What follows belongs to an exercise in optimizing a design on an open flow for small area, a short achievable clock period and few clock cycles per item; a production flow would make more cautious choices.
Function was checked by simulation only, so behaviour that the tests miss may differ from the original.
Power figures rest on the tool's default switching activity, not on a simulated workload.

==> flow/design.v (excerpt) <==
module pid_heading_turn_controller_top
(
  input  logic        clk,
  input  logic        rst,
  input  logic        cmd_valid,
  output logic        cmd_ready,
  input  logic        cmd_op,
  input  logic [15:0] cmd_target_angle,
  input  logic [15:0] cmd_timeout_ms,
  input  logic [15:0] cmd_measured_angle,
  output logic        res_valid,
  input  logic        res_ready,
  output logic [7:0]  res_power_pct,
  output logic [1:0]  res_status,
  input  logic        psel,
  input  logic        penable,
  input  logic        pwrite,
  input  logic [4:0]  paddr,
  input  logic [31:0] pwdata,
  output logic [31:0] prdata,
  output logic        pready
);
Settings: LEC_CHECK=0, CAP_MARGIN=20, CORE_MARGIN=2, CORE_UTILIZATION=55, SLEW_MARGIN=20, SYNTH_HIERARCHICAL=1, SYNTH_MINIMUM_KEEP_SIZE=0; clock period 16.0 ns.
standard.sh (not shown) runs the stock make flow with config.mk's settings and CLKGATE_MAP_FILE= SYNTH_SCRIPT=/design/flow/synth_recipe.tcl, a recipe that flattens the netlist after the stock synthesis.
==> flow/flow/run.sh <==
#!/bin/bash
# The standard layout (the standard.sh), with three changes:
#  - after synthesis, every combinational cell gets the smallest drive
#    strength of its family (flow/downsize.tcl);
#  - the port buffers are buf_2 cells instead of the default choice;
#  - the timing repair after CTS and after global routing is asked to leave a
#    setup margin of MARGIN ns, so that it also works on paths that already
#    meet the 16 ns clock.
# The SDC, the clock period and every other setting are the standard flow's.
set -euo pipefail
MARGIN=11.7
bash standard.sh synth > synth.log 2>&1
ODB=orfs/results/sky130hd/pid_heading_turn_controller_top/base/1_synth.odb openroad -exit flow/downsize.tcl > downsize.log 2>&1
bash standard.sh SETUP_SLACK_MARGIN=$MARGIN "BUFFER_PORTS_ARGS=-buffer_cell sky130_fd_sc_hd__buf_2" finish > standard.log 2>&1
==> flow/flow/downsize.tcl <==
# Give every combinational cell of the synthesized netlist the smallest drive
# strength of its family; the timing repair later in the flow sizes up the
# cells on critical paths. Flip-flops, tie cells and buffers are left alone.
# usage: ODB=<odb> openroad -exit downsize.tcl
read_db $::env(ODB)
set db [ord::get_db]
set n_swapped 0
set area_before 0.0
set area_after 0.0
foreach inst [[ord::get_db_block] getInsts] {
  set m [$inst getMaster]
  set name [$m getName]
  set a [expr {[$m getWidth] * [$m getHeight] / 1e6}]
  set area_before [expr {$area_before + $a}]
  set best $m
  if {[regexp {^(sky130_fd_sc_hd__([a-z0-9]+))_([0-9]+)$} $name -> base fam size]
      && ![regexp {^(df|edf|sdf|dl|conb|buf|clk|inv|tap|fill|decap|dly|probe|lpflow|macro)} $fam]} {
    foreach cand {0 1 2 4} {
      set cm [$db findMaster ${base}_$cand]
      if {$cm eq "NULL" || $cm eq ""} { continue }
      if {[$cm getWidth] * [$cm getHeight] < [$best getWidth] * [$best getHeight]} {
        set best $cm
      }
    }
  }
  if {$best ne $m} {
    $inst swapMaster $best
    incr n_swapped
  }
  set area_after [expr {$area_after + [$best getWidth] * [$best getHeight] / 1e6}]
}
puts [format "downsize: %d cells swapped, area %.1f -> %.1f um2" $n_swapped $area_before $area_after]
write_db $::env(ODB)
Testbench counts at the start, summed over its fixed seeds: cycles 12,240, items 12,000.
Rerun with:
--- a/flow/design.v
+++ b/flow/design.v
@@ -124,13 +124,12 @@
   end
   logic signed [15:0] goal_angle;
   logic [15:0]        time_limit;
   logic [15:0]        elapsed_ms;
   logic signed [16:0] prior_error;
   logic signed [31:0] error_sum;
-  logic signed [31:0] error_sum_m;    
   logic               h_start;
   logic signed [15:0] ref_angle;
   logic signed [16:0] err1;
   logic signed [17:0] der1;
   logic [32:0]        sum_s;
   logic [32:0]        sum_c;
@@ -167,17 +166,15 @@
     if (h_v) begin
       if (h_start) begin
         goal_angle  <= h_tgt;
         time_limit  <= h_tmo;
         elapsed_ms  <= 16'd0;
         error_sum   <= 32'sd0;
-        error_sum_m <= 32'sd0;
       end else begin
         elapsed_ms  <= elapsed_sum[16] ? 16'hffff : elapsed_sum[15:0];
         error_sum   <= sum_sat;
-        error_sum_m <= sum_sat;
       end
       prior_error <= err1;
     end
   end
   logic               s2_v;
   logic               s2_start;
@@ -198,13 +195,13 @@
   end
   logic [36:0]        mac_floor;
   phtc_mac u_mac (
     .clk       (clk),
     .e         (s2_err),
     .d         (s2_der),
-    .s         (error_sum_m),
+    .s         (error_sum),
     .kp        (cfg.kp_gain),
     .ki        (cfg.ki_gain),
     .kd        (cfg.kd_gain),
     .acc_floor (mac_floor)
   );
   logic               s3_v;
The new run completed without violations.
Count of clock-buffer cells in the layout goes up by 18.
Hold slack hardly moves.
Sequential share of layout area is higher by 0.18 points.
Routed wire length decreases by 1.7%.
Sequential power stays flat.
Setup slack is better by 0.032 ns.
Clock skew is lower by 0.026 ns.
Synthesized area went up by 0.44%.
Register-to-register slack hardly moves.
Testbench counts after the change, summed over its fixed seeds: cycles 12,240, items 12,000.


yarrow:
Another version of the RTL of pid_heading_turn_controller_top (not shown whole).
==> flow/config.mk <==
export PLATFORM = sky130hd
export DESIGN_NAME = pid_heading_turn_controller_top
export DESIGN_NICKNAME = pid_heading_turn_controller_top
export VERILOG_FILES = /design/flow/design.v
export SDC_FILE = /design/flow/constraint.sdc
export NUM_CORES = 4
export LEC_CHECK = 0
export CAP_MARGIN = 20
export CORE_MARGIN = 2
export CORE_UTILIZATION = 55
export SLEW_MARGIN = 20
export SYNTH_HIERARCHICAL = 1
export SYNTH_MINIMUM_KEEP_SIZE = 0
==> flow/constraint.sdc <==
create_clock -name core_clock -period 16.0 [get_ports {clk}]
set_input_delay 3.2000 -clock core_clock [delete_from_list [all_inputs] [get_ports {clk}]]
set_output_delay 3.2000 -clock core_clock [all_outputs]
set_load 0.01 [all_outputs]
==> flow/flow/run.sh <==
#!/bin/bash
# The standard layout (the standard.sh), with three changes:
#  - after synthesis, every combinational cell gets the smallest drive
#    strength of its family (flow/downsize.tcl);
#  - the port buffers are buf_2 cells instead of the default choice;
#  - the timing repair after CTS and after global routing is asked to leave a
#    setup margin of MARGIN ns, so that it also works on paths that already
#    meet the 16 ns clock, and may resize a cell to one of another footprint
#    (MATCH_CELL_FOOTPRINT=0).
# The SDC, the clock period and every other setting are the standard flow's.
set -euo pipefail
MARGIN=11.7
bash standard.sh synth > synth.log 2>&1
ODB=orfs/results/sky130hd/pid_heading_turn_controller_top/base/1_synth.odb openroad -exit flow/downsize.tcl > downsize.log 2>&1
bash standard.sh SETUP_SLACK_MARGIN=$MARGIN MATCH_CELL_FOOTPRINT=0 "BUFFER_PORTS_ARGS=-buffer_cell sky130_fd_sc_hd__buf_2" finish > standard.log 2>&1
Scripts as last shown in full above: flow/flow/downsize.tcl
Testbench counts of yarrow, summed over its fixed seeds: cycles 12,240, items 12,000.
What zinc does differently from yarrow at the input level:
diff --git a/flow/design.v b/flow/design.v
--- a/flow/design.v
+++ b/flow/design.v
@@ -100,69 +100,80 @@
   input  logic [15:0]        cmd_timeout_ms,
   input  logic signed [15:0] cmd_measured_angle,
   output logic               res_valid,
   input  logic               res_ready,
   output logic signed [7:0]  res_power_pct,
   output logic [1:0]         res_status
 );
   localparam int QD = 5;           
   logic               h_v;
   logic               h_op;
+  logic signed [15:0] h_tgt;
+  logic [15:0]        h_tmo;
   logic signed [15:0] h_meas;
   logic               accept;
   assign accept = cmd_valid && cmd_ready;
   always_ff @(posedge clk) begin
     if (rst) h_v <= 1'b0;
     else     h_v <= accept;
   end
   always_ff @(posedge clk) begin
     h_op   <= cmd_op;
+    h_tgt  <= cmd_target_angle;
+    h_tmo  <= cmd_timeout_ms;
     h_meas <= cmd_measured_angle;
   end
   logic signed [15:0] goal_angle;
   logic [15:0]        time_limit;
-  always_ff @(posedge clk) begin
-    if (accept && cmd_op == OP_START) begin
-      goal_angle <= cmd_target_angle;
-      time_limit <= cmd_timeout_ms;
-    end
-  end
   logic [15:0]        elapsed_ms;
   logic signed [16:0] prior_error;
   logic signed [31:0] error_sum;
   logic               h_start;
+  logic signed [15:0] ref_angle;
   logic signed [16:0] err1;
   logic signed [17:0] der1;
+  logic [32:0]        sum_s;
+  logic [32:0]        sum_c;
   logic [32:0]        sum_wide;
   logic signed [31:0] sum_sat;
   logic [16:0]        elapsed_sum;
   logic               time_out1;
   logic [16:0]        prior_abs;
   logic               err_ok1;
   assign h_start     = (h_op == OP_START);
-  assign err1        = 17'(goal_angle) - 17'(h_meas);
+  assign ref_angle   = h_start ? h_tgt : goal_angle;
+  assign err1        = 17'(ref_angle) - 17'(h_meas);
   assign der1        = 18'(err1) - 18'(prior_error);
   assign elapsed_sum = {1'b0, elapsed_ms} + {7'd0, cfg.period_ms};
   assign time_out1   = (time_limit != 16'd0) && (elapsed_ms > time_limit);
   assign prior_abs   = prior_error[16] ? 17'(-prior_error) : 17'(prior_error);
   assign err_ok1     = (prior_abs <= {2'b00, cfg.error_tolerance});
-  assign sum_wide = 33'(error_sum) + 33'(err1);
+  logic [32:0] op_a, op_b, op_c;
+  assign op_a = 33'(error_sum);
+  assign op_b = 33'(ref_angle);
+  assign op_c = ~(33'(h_meas));
+  for (genvar i = 0; i < 33; i++) begin : g_csa
+    phtc_fa u_fa (.a(op_a[i]), .b(op_b[i]), .c(op_c[i]), .s(sum_s[i]), .co(sum_c[i]));
+  end
+  assign sum_wide = sum_s + {sum_c[31:0], 1'b1};
   always_comb begin
     if (sum_wide[32] != sum_wide[31]) begin
       sum_sat = sum_wide[32] ? 32'sh8000_0000 : 32'sh7fff_ffff;
     end else begin
       sum_sat = sum_wide[31:0];
     end
   end
   always_ff @(posedge clk) begin
     if (h_v) begin
       if (h_start) begin
+        goal_angle  <= h_tgt;
+        time_limit  <= h_tmo;
         elapsed_ms  <= 16'd0;
         error_sum   <= 32'sd0;
       end else begin
         elapsed_ms  <= elapsed_sum[16] ? 16'hffff : elapsed_sum[15:0];
         error_sum   <= sum_sat;
       end
       prior_error <= err1;
     end
   end
   logic               s2_v;
@@ -177,21 +188,21 @@
   always_ff @(posedge clk) begin
     if (rst) s2_v <= 1'b0;
     else     s2_v <= h_v;
   end
   always_ff @(posedge clk) begin
     s2_start    <= h_start;
     s2_err_ok   <= err_ok1;
     s2_time_out <= time_out1;
     s2_err      <= err1;
     s2_der      <= der1;
-    s2_err_sx   <= (goal_angle < h_meas);
+    s2_err_sx   <= (ref_angle < h_meas);
     s2_der_sx   <= (err1 < prior_error);
   end
   always_ff @(posedge clk) begin
     if (h_v) error_sum_sx <= !h_start && sum_wide[32];
   end
   logic [36:0]        mac_floor;
   phtc_mac u_mac (
     .clk       (clk),
     .e         (s2_err),
     .d         (s2_der),
Notes after the runs:
Side by side, routed wire length on met3 turned out higher in zinc than in yarrow.
Changes observed in zinc relative to yarrow: relative max-transition margin has increased, sequential cell count has increased.
zinc vs yarrow, share of the cycle needed by the critical path after routing went down by 4.6 points.
Compared with yarrow, in zinc count of clock-buffer cells in the layout higher; cell area after layout higher; combined flip-flop and latch cell area higher; fraction of power consumed by combinational cells higher.
More vias were needed by zinc than by yarrow.
When zinc is measured against yarrow, its cell area after technology mapping turns out about 3% higher.
yarrow -> zinc: number of cells after detailed placement increased by a few percent
Utilization (lower): yarrow
zinc ended with more switching power share of the total than yarrow.
Testbench counts of zinc, summed over its fixed seeds: cycles 12,240, items 12,000.

## port drivers added, routing unchanged
The results above use ideal ports. As a check the final layouts listed here were re-extracted and re-timed, cells and wires unchanged.
Step 1 (the two cells are an assumption about what drives the block):
set clk [get_ports {clk}]
set_driving_cell -lib_cell sky130_fd_sc_hd__clkbuf_16 $clk
set_driving_cell -lib_cell sky130_fd_sc_hd__buf_2 [delete_from_list [all_inputs] $clk]
Step 2 adds t to the input delays and takes it off the output delays; t is the mean of the earliest and latest rising clock arrival at the registers after step 1. Input paths then give back, and output paths get back, about the clock's delay inside the block.
Three values: ideal, step 1, step 2; two values: the first two.
run	t, ns	setup WS [ns]	hold slack, ns	worst setup path at the end	latest minus earliest clock arrival (ns)
the first run of note 1	0.762	11.606 / 11.538 / 11.090	0.326 / 0.326 / 0.326	input to register	0.066 / 0.066
the second run of note 1	0.727	11.638 / 11.568 / 11.084	0.325 / 0.325 / 0.325	input to register	0.039 / 0.040
yarrow	0.709	10.747 / 10.747 / 10.747	0.336 / 0.336 / 0.336	register to register	0.046 / 0.046
zinc	0.758	11.489 / 11.418 / 11.039	0.319 / 0.319 / 0.319	input to register	0.099 / 0.099
After both steps setup and hold are still met in every run listed. For the second run of note 1, which loses most, drivers alone change the setup slack by -0.070 ns; drivers and shift together by -0.554 ns.
